Background: an optimization exercise with open tools, aiming at small area, a short achievable clock period and few clock cycles per item. Do not read the settings as production practice. The RTL was checked by simulation tests, not by an equivalence proof against the original design. Power figures rest on the tool's default switching activity, not on a simulated workload.

==> 08-13: inputs <==
## iir_biquad_cascade
module iir_biquad_cascade (
  input  logic               clk,
  input  logic               rst,
  input  logic               in_valid,
  output logic               in_ready,
  input  logic signed [15:0] din,
  output logic               out_valid,
  output logic signed [15:0] dout,
  input  logic               flush,
  input  logic               coef_we,
  input  logic [7:0]         coef_addr,
  input  logic signed [15:0] coef_wdata
);
  localparam int NS = 4;
  function automatic logic [23:0] benc(input logic [15:0] c, input logic inv);
    logic [16:0] e;
    logic [7:0] ng, on, tw;
    e = {c, 1'b0};
    for (int i = 0; i < 8; i++) begin
      ng[i] = e[2*i+2] ^ inv;
      on[i] = e[2*i+1] ^ e[2*i];
      tw[i] = (e[2*i+2] & ~e[2*i+1] & ~e[2*i]) | (~e[2*i+2] & e[2*i+1] & e[2*i]);
    end
    benc = {ng, on, tw};
  endfunction
  function automatic logic [15:0] negsum(input logic [7:0] x, input logic [7:0] y);
    for (int i = 0; i < 8; i++) begin
      negsum[2*i]   = x[i] ^ y[i];
      negsum[2*i+1] = x[i] & y[i];
    end
  endfunction
  logic ph;
  logic [NS-1:0] gm_next;
  always_comb
    for (int k = 0; k < NS; k++) gm_next[k] = (~ph == k[0]);
  logic [15:0] gq [NS];   
  logic [16:0] nsum0 [NS];
  logic [16:0] nsum1 [NS];
  logic [16:0] lp [2];    
  logic [23:0] m1p [NS];
  ...
clock: 13.0 ns
lec_check: 0
abc_area: 1
cap_margin: 20
core_margin: 2
core_utilization: 50
slew_margin: 20
standard.sh (not shown) runs the stock make flow with config.mk's settings and CLKGATE_MAP_FILE= SYNTH_SCRIPT=/design/flow/synth_recipe.tcl, a recipe that flattens the netlist after the stock synthesis.
==> flow/flow/run.sh <==
#!/bin/bash
# The standard layout, with timing repair aiming for setup slack of
# MARGIN ns beyond the design's clock (the constraints are unchanged).
set -euo pipefail
MARGIN=9
bash standard.sh SETUP_SLACK_MARGIN=$MARGIN finish > make_finish.log 2>&1
==> inputs of 07-03, as changes to 08-13 <==
--- a/flow/design.v
+++ b/flow/design.v
@@ -60,27 +60,27 @@
   logic          av;      
   logic [NS-1:0] vf;      
   logic [NS-1:0] v1;      
   logic [NS-1:0] v2;      
   logic [NS-1:0] vg;
-  logic        rdy;       
+  logic        rdy_n;     
   logic        accept;    
   logic        flush_r;
   logic        we_r;
   logic [7:0]  addr_r;
   logic [23:0] wenc_r;    
   logic [15:0] din_r;
-  assign in_ready = rdy;
+  assign in_ready = ~rdy_n;
   always_ff @(posedge clk or posedge rst) begin
     if (rst) begin
-      rdy     <= 1'b1;
+      rdy_n   <= 1'b0;
       accept  <= 1'b0;
       flush_r <= 1'b0;
       we_r    <= 1'b0;
     end else begin
-      rdy     <= ~rdy;
-      accept  <= in_valid & rdy & ~flush;
+      rdy_n   <= ~rdy_n;
+      accept  <= in_valid & ~rdy_n & ~flush;
       flush_r <= flush;
       we_r    <= coef_we;
     end
   end
   always_ff @(posedge clk) begin
--- a/flow/config.mk
+++ b/flow/config.mk
@@ -7,6 +7,8 @@
 export LEC_CHECK = 0
 export ABC_AREA = 1
 export CAP_MARGIN = 20
 export CORE_MARGIN = 2
 export CORE_UTILIZATION = 50
+export CTS_CLUSTER_DIAMETER = 100
+export CTS_CLUSTER_SIZE = 20
 export SLEW_MARGIN = 20
==> notes.md <==
| quantity | 07-03 | 08-13 |
|---|---|---|
| Status | timing/DRC/antenna clean | timing/DRC/antenna clean |
| Switching share of power | 45.5% | 43.3% |
| Endpoint of the most critical register-to-register path | ae[1][11]$_DFF_P_ | ae[3][11]$_DFF_P_ |
| Number of antenna violations at the first check in global routing | 21 | 25 |
| Synthesized-area fraction occupied by and/or/nand/nor cells | 7.89% | 7.97% |
| Resize count post-CTS | 143 | 147 |
| Timing-limited maximum frequency | 247 MHz | 245 MHz |
| Cell area power density | 145 nW/um^2 | 161 nW/um^2 |
| NetSw | 8.03 mW | 8.81 mW |
| Weighted congestion at the end of routability-driven global placement | 1.03 | 1.03 |
| Global Route met3 Usage | 6.63% | 7.96% |
| Detailed-routing wirelength on met1 | 157,000 um | 169,000 um |
| Avg Synthesized Cell Area | 9.18 sq um | 9.18 sq um |
| Placeable core region | 230,000 sq um | 230,000 sq um |
Testbench counts of 08-13, summed over its fixed seeds: cycles 4,208, items 2,048.
Testbench counts of 07-03, summed over its fixed seeds: cycles 4,208, items 2,048.

re-timing with driven ports:
The flow's constraints put no driver on any port. The routed layouts listed below were extracted and timed again, unchanged, in two steps.
Step 1: set_driving_cell puts a clkbuf_16 on clk and a buf_2 on each other input, an assumption about the parent block.
Step 2 also shifts input and output timing later by t, the mid clock arrival at the registers, as if the neighbouring blocks saw the same clock.
a / b / c = no drivers / after step 1 / after step 2; a / b = the first two.
| run | t, ns | slack for setup (ns) | worst setup path after step 2 | clock arrival spread, ns | pins driven straight from the clock port |
|---|---|---|---|---|---|
| 08-13 | 0.954 | 8.915 / 8.810 / 8.269 | input, reset recovery | 0.044 / 0.044 | 1 |
| 07-03 | 0.924 | 8.952 / 8.858 / 8.379 | input, reset recovery | 0.060 / 0.060 | 1 |
After both steps setup and hold are still met in every run listed. The setup slack of 08-13, which loses most, moves by -0.105 ns with the drivers and by -0.646 ns with both steps. The worst setup slack also covers recovery checks on asynchronous resets.
